From an optimization exercise on the open Yosys and OpenROAD flow, aimed at small area and a short achievable clock period; shortcuts taken in it are not production practice.
The RTL was checked by simulation tests, not by an equivalence proof against the original design.
Power and IR drop assume default switching activity.

==> run H: inputs <==
==> flow/design.v (excerpt) <==
module cnn_conv_top #(
	parameter int MAX_W          = 16,
	parameter int MAX_H          = 16,
	parameter int START_UP_DELAY = 4,
	parameter int HSYNC_DELAY    = 2
) (
	input  logic          clk,
	input  logic          rstn,
	input  logic          hsel_i,
	input  logic          hready_i,
	input  logic [1:0]    htrans_i,
	input  logic          hwrite_i,
	input  logic [31:0]   haddr_i,
	input  logic [31:0]   hwdata_i,
	output logic          hreadyout_o,
	output logic          hresp_o,
	output logic [31:0]   hrdata_o,
	output logic [7:0]    pix_o,
	output logic          pix_vld_o,
	output logic          frame_last_o
);
clock: 12.0 ns
lec_check: 0
abc_clock_period_in_ps: 4000
cap_margin: 20
core_margin: 2
core_utilization: 45
place_density: 0.6
setup_slack_margin: 5
slew_margin: 20
run.sh (not shown) runs the stock make flow with config.mk's settings and CLKGATE_MAP_FILE= SYNTH_SCRIPT=/design/flow/synth_recipe.tcl, a recipe that flattens the netlist after the stock synthesis.
==> run R (differences from run H) <==
Settings changed: ABC_CLOCK_PERIOD_IN_PS 4000 to unset, SETUP_SLACK_MARGIN 5 to unset.
==> run_results.csv <==
group,metric,value,unit
status,status,"complete, no violations",
routing,vias,59760,
pwr,power_switching_share,0.2999,
pwr,irDropWorstVdd,0.0001866,V
sta,layout_worst_path_cycle_share,0.5612,
pwr,static-leakage-power,0.04295,uW
finish,fin_area,0.1242,mm^2
pwr,share_comb_of_total_power,0.281,
global_route,number_of_antenna_violations_at_the_first_check_in_global_routing,18,
Source of the figures above: run H

==> run_results.csv <==
group,metric,value,unit
status,status,"complete, no violations",
pwr,top_contributor_to_total_power,"sequential cells",
global_route,number_of_antenna_violations_at_the_first_check_in_global_routing,17,
pwr,static-leakage-power,0.04291,uW
logic_synthesis,synth_top_cell_by_area,"edfxtp_1",
pwr,cell_internal_pwr,17510,uW
pwr,power_switching_share,0.2996,
logic_synthesis,synth_cell_types,85,
routing,vias,59740,
placement,placedCellCount,9707,
setup_path,timing.critical_path.fanout_max,18,
pwr,irDropWorstVdd,0.0001865,V
Source of the figures above: run R



==> 06-26 <==
Another version of the RTL of cnn_conv_top (not shown whole).
==> module ahb_cfg_slave, before the edit <==
module ahb_cfg_slave (
	input  logic        clk,
	input  logic        rstn,
	input  logic        hsel_i,
	input  logic        hready_i,
	input  logic [1:0]  htrans_i,
	input  logic        hwrite_i,
	input  logic [31:0] haddr_i,
	input  logic [31:0] hwdata_i,
	input  logic        busy_i,
	input  logic        busy_n_i,
	input  logic        frame_last_i,
	output logic        start_o,
	output logic        hreadyout_o,
	output logic        hresp_o,
	output logic [31:0] hrdata_o,
	output logic [11:0] width_o,
	output logic [11:0] height_o,
	output logic [11:0] startup_dly_o,
	output logic [11:0] hsync_dly_o,
	output logic        is_conv3x3_o,
	output logic        act_linear_o,
	output logic [4:0]  bias_shift_o,
	output logic [4:0]  out_shift_o,
	output logic [15:0] scale_o,
	output logic [15:0] bias_o,
	output logic [71:0] weights_o,
	output logic        img_we_o,
	output logic [15:0] img_hi_o,
	output logic [15:0] img_lo_o,
	output logic [7:0]  img_data_o
);
	logic [3:0]  sel_q;
	logic        wr_q;
	logic        img_wr_q;
	logic [15:0] pix_hi_q;
	logic [15:0] pix_lo_q;
	logic        done_q;
	logic [31:0] rdata_q;
	logic        we_dim, we_dly, we_cfg, we_wgt, we_par;
	logic [11:0] width_n, height_n, startup_n, hsync_n;
	logic        conv3_n, linear_n;
	logic [4:0]  bsh_n, osh_n;
	logic [15:0] scale_n, bias_n;
	logic        busy_n, done_n;
	assign hreadyout_o = 1'b1;
	assign hresp_o     = 1'b0;
	always_ff @(posedge clk or negedge rstn) begin
		if (!rstn) begin
			wr_q     <= 1'b0;
			img_wr_q <= 1'b0;
		end else begin
			wr_q     <= hsel_i && hready_i && htrans_i[1] && hwrite_i;
			img_wr_q <= hsel_i && hready_i && htrans_i[1] && hwrite_i &&
				    (haddr_i[5:2] == cnn_pkg::REG_IMAGE);
		end
	end
	always_ff @(posedge clk) begin
		sel_q <= haddr_i[5:2];
		for (int i = 0; i < 16; i++) begin
			pix_hi_q[i] <= (haddr_i[13:10] == 4'(i));
			pix_lo_q[i] <= (haddr_i[9:6] == 4'(i));
		end
	end
	assign we_dim = wr_q && (sel_q == cnn_pkg::REG_WIDTH_HEIGHT);
	assign we_dly = wr_q && (sel_q == cnn_pkg::REG_DELAY);
	assign we_cfg = wr_q && (sel_q == cnn_pkg::REG_LAYER_CFG);
	assign we_wgt = wr_q && (sel_q == cnn_pkg::REG_WEIGHT);
	assign we_par = wr_q && (sel_q == cnn_pkg::REG_PARAM);
	assign width_n   = we_dim ? hwdata_i[11:0]  : width_o;
	assign height_n  = we_dim ? hwdata_i[27:16] : height_o;
	assign startup_n = we_dly ? hwdata_i[11:0]  : startup_dly_o;
	assign hsync_n   = we_dly ? hwdata_i[23:12] : hsync_dly_o;
	assign conv3_n   = we_cfg ? hwdata_i[0]     : is_conv3x3_o;
	assign linear_n  = we_cfg ? hwdata_i[1]     : act_linear_o;
	assign bsh_n     = we_cfg ? hwdata_i[12:8]  : bias_shift_o;
	assign osh_n     = we_cfg ? hwdata_i[20:16] : out_shift_o;
	assign scale_n   = we_par ? hwdata_i[15:0]  : scale_o;
	assign bias_n    = we_par ? hwdata_i[31:16] : bias_o;
	always_ff @(posedge clk or negedge rstn) begin
		if (!rstn) begin
			width_o       <= 12'd16;
			height_o      <= 12'd16;
			startup_dly_o <= 12'd4;
			hsync_dly_o   <= 12'd2;
			is_conv3x3_o  <= 1'b1;
			act_linear_o  <= 1'b0;
			bias_shift_o  <= '0;
			out_shift_o   <= '0;
			scale_o       <= 16'd1;
			bias_o        <= '0;
		end else begin
			width_o       <= width_n;
			height_o      <= height_n;
			startup_dly_o <= startup_n;
			hsync_dly_o   <= hsync_n;
			is_conv3x3_o  <= conv3_n;
			act_linear_o  <= linear_n;
			bias_shift_o  <= bsh_n;
			out_shift_o   <= osh_n;
			scale_o       <= scale_n;
			bias_o        <= bias_n;
		end
	end
	always_ff @(posedge clk or negedge rstn) begin
		if (!rstn) begin
			weights_o <= '0;
		end else if (we_wgt) begin
			if (hwdata_i[3:0] < 4'd9)
				weights_o[hwdata_i[3:0]*8 +: 8] <= hwdata_i[15:8];
		end
	end
	assign img_we_o   = img_wr_q;
	assign img_hi_o   = pix_hi_q;
	assign img_lo_o   = pix_lo_q;
	assign img_data_o = hwdata_i[7:0];
	assign done_n = start_o ? 1'b0 : (frame_last_i ? 1'b1 : done_q);
	always_ff @(posedge clk or negedge rstn) begin
		if (!rstn) begin
			start_o <= 1'b0;
			done_q  <= 1'b0;
		end else begin
			start_o <= wr_q && (sel_q == cnn_pkg::REG_START) && hwdata_i[0] && !busy_i;
			done_q  <= done_n;
		end
	end
	assign busy_n = busy_n_i;
	always_ff @(posedge clk) begin
		case (haddr_i[5:2])
			cnn_pkg::REG_WIDTH_HEIGHT: rdata_q <= {4'b0, height_n, 4'b0, width_n};
			cnn_pkg::REG_DELAY:        rdata_q <= {8'b0, hsync_n, startup_n};
			cnn_pkg::REG_LAYER_CFG:    rdata_q <= {11'b0, osh_n, 3'b0, bsh_n,
						6'b0, linear_n, conv3_n};
			cnn_pkg::REG_PARAM:        rdata_q <= {bias_n, scale_n};
			cnn_pkg::REG_START:        rdata_q <= {31'b0, busy_n};
			cnn_pkg::REG_DONE:         rdata_q <= {31'b0, done_n};
			default:                   rdata_q <= 32'h0;
		endcase
	end
	assign hrdata_o = rdata_q;
endmodule
==> module window_fetch, before the edit <==
module window_fetch (
	input  logic       clk,
	input  logic       img_we_i,
	input  logic [15:0] img_hi_i,
	input  logic [15:0] img_lo_i,
	input  logic [7:0] img_data_i,
	input  logic [7:0] rd_addr_i,
	input  logic       pad_i,
	output logic [7:0] px_o
);
	logic [255:0][7:0] mem;
	always_ff @(posedge clk) begin
		for (int i = 0; i < 256; i++)
			if (img_we_i && img_hi_i[i/16] && img_lo_i[i%16])
				mem[i] <= img_data_i;
	end
	always_ff @(posedge clk) begin
		px_o <= pad_i ? 8'd0 : mem[rd_addr_i];
	end
endmodule
clock: 12.0 ns
lec_check: 0
cap_margin: 20
core_margin: 2
core_utilization: 60
cts_cluster_diameter: 150
cts_cluster_size: 24
place_density: 0.68
slew_margin: 20
standard.sh (not shown) runs the stock make flow with config.mk's settings and CLKGATE_MAP_FILE= SYNTH_SCRIPT=/design/flow/synth_recipe.tcl, a recipe that flattens the netlist after the stock synthesis.
==> flow/flow/run.sh <==
#!/bin/bash
# The standard layout (standard.sh), with two changes to how it is made:
# the timing repair steps aim at a larger setup margin, and the port
# buffers are plain buffers instead of the default delay cells. The SDC,
# and so the clock period and I/O constraints, are the design's.
set -euo pipefail
bash standard.sh SETUP_SLACK_MARGIN=8.3 \
	"BUFFER_PORTS_ARGS=-buffer_cell sky130_fd_sc_hd__buf_2" \
	finish > standard_flow.log 2>&1
==> 09-21 (differences from 06-26) <==
--- a/flow/design.v
+++ b/flow/design.v
@@ -118,2 +118,15 @@
 	end
+	logic       wgt_we_q;
+	logic [3:0] wgt_idx_q;
+	logic [7:0] wgt_dat_q;
+	always_ff @(posedge clk or negedge rstn) begin
+		if (!rstn)
+			wgt_we_q <= 1'b0;
+		else
+			wgt_we_q <= we_wgt;
+	end
+	always_ff @(posedge clk) begin
+		wgt_idx_q <= hwdata_i[3:0];
+		wgt_dat_q <= hwdata_i[15:8];
+	end
 	always_ff @(posedge clk or negedge rstn) begin
@@ -121,5 +134,5 @@
 			weights_o <= '0;
-		end else if (we_wgt) begin
-			if (hwdata_i[3:0] < 4'd9)
-				weights_o[hwdata_i[3:0]*8 +: 8] <= hwdata_i[15:8];
+		end else if (wgt_we_q) begin
+			if (wgt_idx_q < 4'd9)
+				weights_o[wgt_idx_q*8 +: 8] <= wgt_dat_q;
 		end
@@ -291,2 +304,4 @@
 	logic [255:0][7:0] mem;
+	logic [7:0]        sel;
+	logic [31:0][7:0]  grp;
 	always_ff @(posedge clk) begin
@@ -296,6 +311,45 @@
 	end
+	always_comb begin
+		for (int i = 0; i < 8; i++)
+			sel[i] = (rd_addr_i[2:0] == 3'(i));
+	end
+	logic [31:0][7:0]  t0_n, t1_n, t2_n;
+	for (genvar g = 0; g < 32; g++) begin : g_grp
+		for (genvar b = 0; b < 8; b++) begin : g_bit
+			window_aoi3 u_t0 (
+				.s0(sel[0]), .d0(mem[8*g][b]),
+				.s1(sel[1]), .d1(mem[8*g+1][b]),
+				.s2(sel[2]), .d2(mem[8*g+2][b]),
+				.y_n(t0_n[g][b])
+			);
+			window_aoi3 u_t1 (
+				.s0(sel[3]), .d0(mem[8*g+3][b]),
+				.s1(sel[4]), .d1(mem[8*g+4][b]),
+				.s2(sel[5]), .d2(mem[8*g+5][b]),
+				.y_n(t1_n[g][b])
+			);
+			window_aoi3 u_t2 (
+				.s0(sel[6]), .d0(mem[8*g+6][b]),
+				.s1(sel[7]), .d1(mem[8*g+7][b]),
+				.s2(1'b0),   .d2(1'b0),
+				.y_n(t2_n[g][b])
+			);
+		end
+	end
+	assign grp = ~(t0_n & t1_n & t2_n);
 	always_ff @(posedge clk) begin
-		px_o <= pad_i ? 8'd0 : mem[rd_addr_i];
+		px_o <= pad_i ? 8'd0 : grp[rd_addr_i[7:3]];
 	end
 endmodule
+module window_aoi3 (
+	input  logic s0,
+	input  logic d0,
+	input  logic s1,
+	input  logic d1,
+	input  logic s2,
+	input  logic d2,
+	output logic y_n
+);
+	assign y_n = ~((s0 & d0) | (s1 & d1) | (s2 & d2));
+endmodule
 `timescale 1ns/100ps
SYNTH_HIERARCHICAL = 1   (was default)
SYNTH_MINIMUM_KEEP_SIZE = 0   (was default)
==> 01-24 (differences from 06-26) <==
--- a/flow/design.v
+++ b/flow/design.v
@@ -118,2 +118,15 @@
 	end
+	logic       wgt_we_q;
+	logic [3:0] wgt_idx_q;
+	logic [7:0] wgt_dat_q;
+	always_ff @(posedge clk or negedge rstn) begin
+		if (!rstn)
+			wgt_we_q <= 1'b0;
+		else
+			wgt_we_q <= we_wgt;
+	end
+	always_ff @(posedge clk) begin
+		wgt_idx_q <= hwdata_i[3:0];
+		wgt_dat_q <= hwdata_i[15:8];
+	end
 	always_ff @(posedge clk or negedge rstn) begin
@@ -121,5 +134,5 @@
 			weights_o <= '0;
-		end else if (we_wgt) begin
-			if (hwdata_i[3:0] < 4'd9)
-				weights_o[hwdata_i[3:0]*8 +: 8] <= hwdata_i[15:8];
+		end else if (wgt_we_q) begin
+			if (wgt_idx_q < 4'd9)
+				weights_o[wgt_idx_q*8 +: 8] <= wgt_dat_q;
 		end
==> flow_metrics.env <==
export IMPL_status="timing/DRC/antenna clean"
export IMPL_yosys_area_share_simple_pct=7.74
export IMPL_clk_pin_slew_ps=100
export IMPL_layout_common_cells="edfxtp_1 (2048), a222oi_1 (771), conb_1 (514)"
export IMPL_endpoint_kind="register"
export IMPL_max_slew_margin_pct=20.7
export IMPL_taps=2355
export IMPL_p_seq_mw=10.5
export IMPL_ir_drop_mv=0.173
export IMPL_power_total_mw=23.0
(the above is from 09-21)
==> flow_metrics.env <==
export IMPL_status="failed layout checks"
export IMPL_so_violations="antenna rules"
export IMPL_yosys_area_share_simple_pct=5.36
export IMPL_ir_drop_mv=0.162
export IMPL_max_slew_margin_pct=18.9
export IMPL_path_class="reg2out"
export IMPL_wl_met3_um=19300
export IMPL_p_seq_mw=10.2
export IMPL_layout_common_cells="edfxtp_1 (2048), mux4_2 (719), and3_1 (280)"
export IMPL_endpoint_kind="output pin"
export IMPL_pre_cts_slack_ps=6690
export IMPL_hold_depth=0
export IMPL_taps=2495
export IMPL_final_core_util_pct=65.5
export IMPL_power_total_mw=21.8
export IMPL_ys_seq_area_share_pct=64.6
export IMPL_synth_seq_cells=2569
export IMPL_drtAntennaViolNets=1
export IMPL_clock_power_mw=4.65
(the above is from 01-24)
==> flow_metrics.env <==
export IMPL_status="timing/DRC/antenna clean"
export IMPL_ir_drop_mv=0.158
export IMPL_taps=2480
export IMPL_layout_common_cells="edfxtp_1 (2048), mux4_2 (727), and3_1 (278)"
export IMPL_initial_utilization_pct=60.5
export IMPL_max_slew_margin_pct=30.7
export IMPL_cts_buffers=116
export IMPL_clk_pin_slew_ps=100
export IMPL_multi_input_area_share_pct=31.3
export IMPL_endpoint="frame_last_o"
export IMPL_grt_busiest_layer="met2"
export IMPL_endpoint_kind="output pin"
export IMPL_yosys_area_share_simple_pct=5.20
export IMPL_yosysUniqueCellTypes=81
export IMPL_power_share_switching_pct=28.7
(the above is from 06-26)

==> what the ideal ports hide <==
In the flow no input, the clock included, has a driving cell. The finished layouts below were timed again as built, in two steps.
Step 1 assumes that a clkbuf_16 drives the clock port and a buf_2 every other input.
Step 2, shift: input delay + t, output delay - t, t = (earliest + latest rising clock arrival at the registers) / 2. This alone moves slack from input paths to output paths.
a / b / c = ideal / step 1 / step 2; a / b = the first two.
run | shift t [ns] | setup slack, ns | hold slack, ns | worst slew at a driven data input, ns
run H | 0.975 | 5.266 / 5.266 / 5.266 | 0.327 / 0.327 / 0.327 | 0.15
run R | 0.971 | 4.495 / 4.495 / 4.495 | 0.326 / 0.326 / 0.326 | 0.15
06-26 | 0.873 | 8.200 / 8.115 / 7.433 | 0.335 / 0.335 / 0.335 | 0.09
09-21 | 0.899 | 8.045 / 8.045 / 7.470 | 0.366 / 0.366 / 0.366 | 0.13
01-24 | 0.899 | 8.246 / 8.170 / 7.545 | 0.357 / 0.357 / 0.357 | 0.14
For 06-26, which loses most, drivers alone change the setup slack by -0.085 ns; drivers and shift together by -0.767 ns.
